Background: an optimization exercise with open tools, aiming at small area. Do not read the settings as production practice.

==> inputs of v8 <==
Design matmul_top, start of the top module:
module matmul_top #(
  parameter int DATA_W = 32,
  parameter int ADDR_W = 12
) (
  input  logic              clk,
  input  logic              reset_n,
  input  logic              dut_valid,
  output logic              dut_ready,
  output logic [ADDR_W-1:0] input_read_address,
  input  logic [DATA_W-1:0] input_read_data,
  output logic [ADDR_W-1:0] weight_read_address,
  input  logic [DATA_W-1:0] weight_read_data,
  output logic              result_write_enable,
  output logic [ADDR_W-1:0] result_write_address,
  output logic [DATA_W-1:0] result_write_data
);
==> module matmul_top, before the edit <==
module matmul_top #(
  parameter int DATA_W = 32,
  parameter int ADDR_W = 12
) (
  input  logic              clk,
  input  logic              reset_n,
  input  logic              dut_valid,
  output logic              dut_ready,
  output logic [ADDR_W-1:0] input_read_address,
  input  logic [DATA_W-1:0] input_read_data,
  output logic [ADDR_W-1:0] weight_read_address,
  input  logic [DATA_W-1:0] weight_read_data,
  output logic              result_write_enable,
  output logic [ADDR_W-1:0] result_write_address,
  output logic [DATA_W-1:0] result_write_data
);
  localparam logic [1:0] S_IDLE = 2'd0, S_DIMS = 2'd1, S_RUN = 2'd2, S_FIN = 2'd3;
  logic [1:0]        state;
  logic [1:0]        ph;         
  logic              kend_q;     
  logic              wr_arm;     
  logic [ADDR_W-1:0] a_addr;
  logic [ADDR_W-1:0] b_addr;
  logic [ADDR_W-1:0] k_cnt;      
  logic [ADDR_W-1:0] nm1;        
  logic [ADDR_W-1:0] np;         
  logic [ADDR_W-1:0] m_rem;      
  logic [ADDR_W-1:0] c_addr;
  logic              k_end, j_end, i_end, adv, restart;
  logic [7:0]        y;
  logic              yb;
  logic [3:0]        dead;
  logic [DATA_W-1:0] base;
  logic              clr;        
  logic [2:0]        cq;         
  logic [2:0]        ci;
  logic [2:0]        co;
  logic [DATA_W-1:0] acc;        
  logic [DATA_W-1:0] sum;
  assign dut_ready            = (state == S_IDLE);
  assign input_read_address   = a_addr;
  assign weight_read_address  = b_addr;
  assign result_write_address = c_addr;
  assign result_write_data    = acc;
  assign result_write_enable  = state[1] && wr_arm && kend_q && (ph == 2'd0);
  assign y    = weight_read_data[8*ph +: 8];
  assign yb   = (ph == 2'd0) ? 1'b0 : weight_read_data[8*ph - 1];
  assign dead = {ph != 2'd0, ph[1], ph == 2'd3, 1'b0};
  assign clr  = kend_q && (ph == 2'd0);
  assign base = clr ? '0 : acc;
  assign ci   = cq & ~{dead[1], 2'b00} & ~{3{ph == 2'd0}};
  mac_unit mac0 (
    .a      (input_read_data),
    .y      (y),
    .yb     (yb),
    .dead   (dead),
    .base   (base),
    .ci     (ci),
    .sum    (sum),
    .co     (co)
  );
  always_ff @(posedge clk)
  begin
    acc <= {sum[7:0], sum[DATA_W-1:8]};
    cq  <= co;
  end
  assign k_end   = (k_cnt == '0);
  assign j_end   = (b_addr == np);
  assign i_end   = (m_rem == ADDR_W'(1));
  assign adv     = (ph == 2'd2);
  assign restart = k_end && !j_end;
  always_ff @(posedge clk)
  begin
    if (!reset_n)
    begin
      state <= S_IDLE;
    end
    else
    begin
      ph <= ph + 1'b1;
      if (result_write_enable)
        c_addr <= c_addr + 1'b1;
      case (state)
        S_IDLE:
        begin
          if (dut_valid)
          begin
            state  <= S_DIMS;
            ph     <= 2'd3;
            a_addr <= '0;
            b_addr <= '0;
            kend_q <= 1'b1;
            wr_arm <= 1'b0;
            c_addr <= '0;
          end
        end
        S_DIMS:
        begin
          if (adv)
          begin
            state  <= S_RUN;
            nm1    <= input_read_data[ADDR_W-1:0] - 1'b1;
            k_cnt  <= input_read_data[ADDR_W-1:0] - 1'b1;
            m_rem  <= input_read_data[16 +: ADDR_W];
            np     <= acc[16 +: ADDR_W];   
            a_addr <= ADDR_W'(1);
            b_addr <= ADDR_W'(1);
          end
        end
        S_RUN:
        begin
          if (adv)
          begin
            wr_arm <= 1'b1;
            kend_q <= k_end;
            k_cnt  <= k_end ? nm1 : k_cnt - 1'b1;
            a_addr <= a_addr + (restart ? ~nm1 : '0) + 1'b1;
            b_addr <= (k_end && j_end) ? ADDR_W'(1) : b_addr + 1'b1;
            if (k_end && j_end)
            begin
              m_rem <= m_rem - 1'b1;
              if (i_end)
                state <= S_FIN;
            end
          end
        end
        S_FIN:
        begin
          if (ph == 2'd0)
            state <= S_IDLE;
        end
      endcase
    end
  end
endmodule
==> flow/config.mk <==
export PLATFORM = sky130hd
export DESIGN_NAME = matmul_top
export DESIGN_NICKNAME = matmul_top
export VERILOG_FILES = /design/flow/design.v
export SDC_FILE = /design/flow/constraint.sdc
export NUM_CORES = 4
export LEC_CHECK = 0
export CAP_MARGIN = 20
export CORE_MARGIN = 2
export CORE_UTILIZATION = 70
export CTS_BUF_LIST = sky130_fd_sc_hd__clkbuf_4 sky130_fd_sc_hd__clkbuf_8
export GPL_TIMING_DRIVEN = 0
export SLEW_MARGIN = 20
export SYNTH_HIERARCHICAL = 1
export SYNTH_MINIMUM_KEEP_SIZE = 0
==> flow/constraint.sdc <==
create_clock -name core_clock -period 10.0 [get_ports {clk}]
set_input_delay 2.0000 -clock core_clock [delete_from_list [all_inputs] [get_ports {clk}]]
set_output_delay 2.0000 -clock core_clock [all_outputs]
set_load 0.01 [all_outputs]
standard.sh (not shown) runs the stock make flow with config.mk's settings and CLKGATE_MAP_FILE= SYNTH_SCRIPT=/design/flow/synth_recipe.tcl, a recipe that flattens the netlist after the stock synthesis.
==> flow/flow/run.sh <==
#!/bin/bash
# The standard layout, with the port buffers made from the smallest buffer
# cell instead of the one buffer_ports picks by itself.
set -euo pipefail
export BUFFER_PORTS_ARGS="-buffer_cell sky130_fd_sc_hd__buf_1"
export REMOVE_ABC_BUFFERS=1
export CTS_ARGS="-sink_clustering_enable -repair_clock_nets -buf_list sky130_fd_sc_hd__clkbuf_8 -sink_buffer_max_cap_derate 0.1"
bash standard.sh > standard.log 2>&1
==> inputs of v37, as changes to v8 <==
--- a/flow/design.v
+++ b/flow/design.v
@@ -664,5 +664,5 @@
   end
-  assign k_end   = (k_cnt == '0);
-  assign j_end   = (b_addr == np);
-  assign i_end   = (m_rem == ADDR_W'(1));
+  assign k_end   = (k_cnt == '0) || (state == S_DIMS);
+  assign j_end   = (b_addr == np) || (state == S_DIMS);
+  assign i_end   = (m_rem == '0);
   assign adv     = (ph == 2'd2);
@@ -680,52 +680,47 @@
         c_addr <= c_addr + 1'b1;
-      case (state)
-        S_IDLE:
+      if (state == S_IDLE)
+      begin
+        if (dut_valid)
         begin
-          if (dut_valid)
-          begin
-            state  <= S_DIMS;
-            ph     <= 2'd3;
-            a_addr <= '0;
-            b_addr <= '0;
-            kend_q <= 1'b1;
-            wr_arm <= 1'b0;
-            c_addr <= '0;
-          end
+          state  <= S_DIMS;
+          ph     <= 2'd3;
+          a_addr <= '0;
+          b_addr <= '0;
+          c_addr <= '0;
+          kend_q <= 1'b1;
+          wr_arm <= 1'b0;
         end
-        S_DIMS:
+      end
+      else if (state == S_FIN)
+      begin
+        if (ph == 2'd0)
+          state <= S_IDLE;
+      end
+      else
+      begin
+        if (state == S_DIMS && ph == 2'd0)
         begin
-          if (adv)
-          begin
-            state  <= S_RUN;
-            nm1    <= input_read_data[ADDR_W-1:0] - 1'b1;
-            k_cnt  <= input_read_data[ADDR_W-1:0] - 1'b1;
-            m_rem  <= input_read_data[16 +: ADDR_W];
-            np     <= acc[16 +: ADDR_W];   
-            a_addr <= ADDR_W'(1);
-            b_addr <= ADDR_W'(1);
-          end
+          nm1   <= input_read_data[ADDR_W-1:0] - 1'b1;
+          m_rem <= input_read_data[16 +: ADDR_W];
         end
-        S_RUN:
+        if (adv)
         begin
-          if (adv)
+          wr_arm <= (state == S_RUN);
+          kend_q <= k_end;
+          k_cnt  <= k_end ? nm1 : k_cnt - 1'b1;
+          a_addr <= a_addr + (restart ? ~nm1 : '0) + 1'b1;
+          b_addr <= (k_end && j_end) ? ADDR_W'(1) : b_addr + 1'b1;
+          if (k_end && j_end)
           begin
-            wr_arm <= 1'b1;
-            kend_q <= k_end;
-            k_cnt  <= k_end ? nm1 : k_cnt - 1'b1;
-            a_addr <= a_addr + (restart ? ~nm1 : '0) + 1'b1;
-            b_addr <= (k_end && j_end) ? ADDR_W'(1) : b_addr + 1'b1;
-            if (k_end && j_end)
-            begin
-              m_rem <= m_rem - 1'b1;
-              if (i_end)
-                state <= S_FIN;
-            end
+            m_rem <= m_rem - 1'b1;
+            if (i_end)
+              state <= S_FIN;
+          end
+          if (state == S_DIMS)
+          begin
+            state <= S_RUN;
+            np    <= acc[16 +: ADDR_W];   
           end
         end
-        S_FIN:
-        begin
-          if (ph == 2'd0)
-            state <= S_IDLE;
-        end
-      endcase
+      end
     end
--- a/flow/flow/run.sh
+++ b/flow/flow/run.sh
@@ -6,3 +6,3 @@
 export REMOVE_ABC_BUFFERS=1
-export CTS_ARGS="-sink_clustering_enable -repair_clock_nets -buf_list sky130_fd_sc_hd__clkbuf_8 -sink_buffer_max_cap_derate 0.1"
+export CTS_ARGS="-sink_clustering_enable -repair_clock_nets -buf_list sky130_fd_sc_hd__clkbuf_16 -dont_use_dummy_load"
 bash standard.sh > standard.log 2>&1
==> inputs of v4, as changes to v8 <==
--- a/flow/flow/run.sh
+++ b/flow/flow/run.sh
@@ -6,3 +6,3 @@
 export REMOVE_ABC_BUFFERS=1
-export CTS_ARGS="-sink_clustering_enable -repair_clock_nets -buf_list sky130_fd_sc_hd__clkbuf_8 -sink_buffer_max_cap_derate 0.1"
+export CTS_ARGS="-sink_clustering_enable -repair_clock_nets -buf_list sky130_fd_sc_hd__clkbuf_8 -sink_clustering_size 40 -sink_clustering_max_diameter 120 -dont_use_dummy_load"
 bash standard.sh > standard.log 2>&1
==> qor summary <==
metric	v4	v8	v37
Run status	no timing/DRC/antenna violations	no timing/DRC/antenna violations	no timing/DRC/antenna violations
Fraction of layout instances using a drive strength above 1	0.04313	0.05300	0.04754
Data required time at the worst endpoint	10,330 ps	10,350 ps	10,310 ps
Instance area after placement	0.01192 mm^2	0.01192 mm^2	0.01186 mm^2
Final routed wirelength across all metal layers	27,260 um	27,490 um	27,660 um
Worst path max stage delay	730 ps	730 ps	540 ps
Hold path endpoint	np[2]	np[2]	np[8]
WL per Instance	20.16 um	20.11 um	20.46 um
Headroom to the max-slew limit	0.2912	0.2932	0.2434
Minimum hold slack	498.1 ps	500.8 ps	544.4 ps
Count of mapped cells out of synthesis	1,037	1,037	1,030
Cell total after placement	1,334	1,334	1,331
Clock input transition at the sequential cells of the worst setup and hold paths	70 ps	90 ps	60 ps
Number of global-route vias before repair	8,592	8,642	8,501
Fraction of area in multi-input gates	0.6259	0.6171	0.6146
Non-clock inverter count	28	28	29
Via count	8,505	8,552	8,453
Number of cells on the critical path	23	23	24
Fmax	0.1027 GHz	0.1023 GHz	0.1034 GHz
Count of plain and timing-repair buffers in the layout	140	140	143
Mean Syn Cell Area	11.02 um^2	11.02 um^2	11.07 um^2
Global routing usage summed across all routing layers	0.3263	0.3292	0.3288
Function was not checked in any run of this note: the RTL went through the layout flow alone.

-- afterwards: timing with drivers on the ports --
In the flow no input, the clock included, has a driving cell. The finished layouts below were timed again as built, in two steps.
Step 1 assumes that a clkbuf_16 drives the clock port and a buf_2 every other input.
Step 2 adds t to the input delays and takes it off the output delays; t is the mean of the earliest and latest rising clock arrival at the registers after step 1. Input paths then give back, and output paths get back, about the clock's delay inside the block.
Three values: ideal ports, drivers, drivers and shift; two values: the first two.
run | t, ns | setup slack, ns | latest minus earliest clock arrival (ns) | cell pins on the clock port's net
v8 | 0.481 | 0.221 / 0.234 / -0.247 | 0.019 / 0.018 | 1
v37 | 0.457 | 0.327 / 0.344 / -0.113 | 0.024 / 0.024 | 1
v4 | 0.467 | 0.265 / 0.279 / -0.188 | 0.026 / 0.026 | 1
Met with ideal ports but missed after step 2: setup timing in every run listed. The setup slack of v8, which loses most, moves by +0.013 ns with the drivers and by -0.468 ns with both steps.
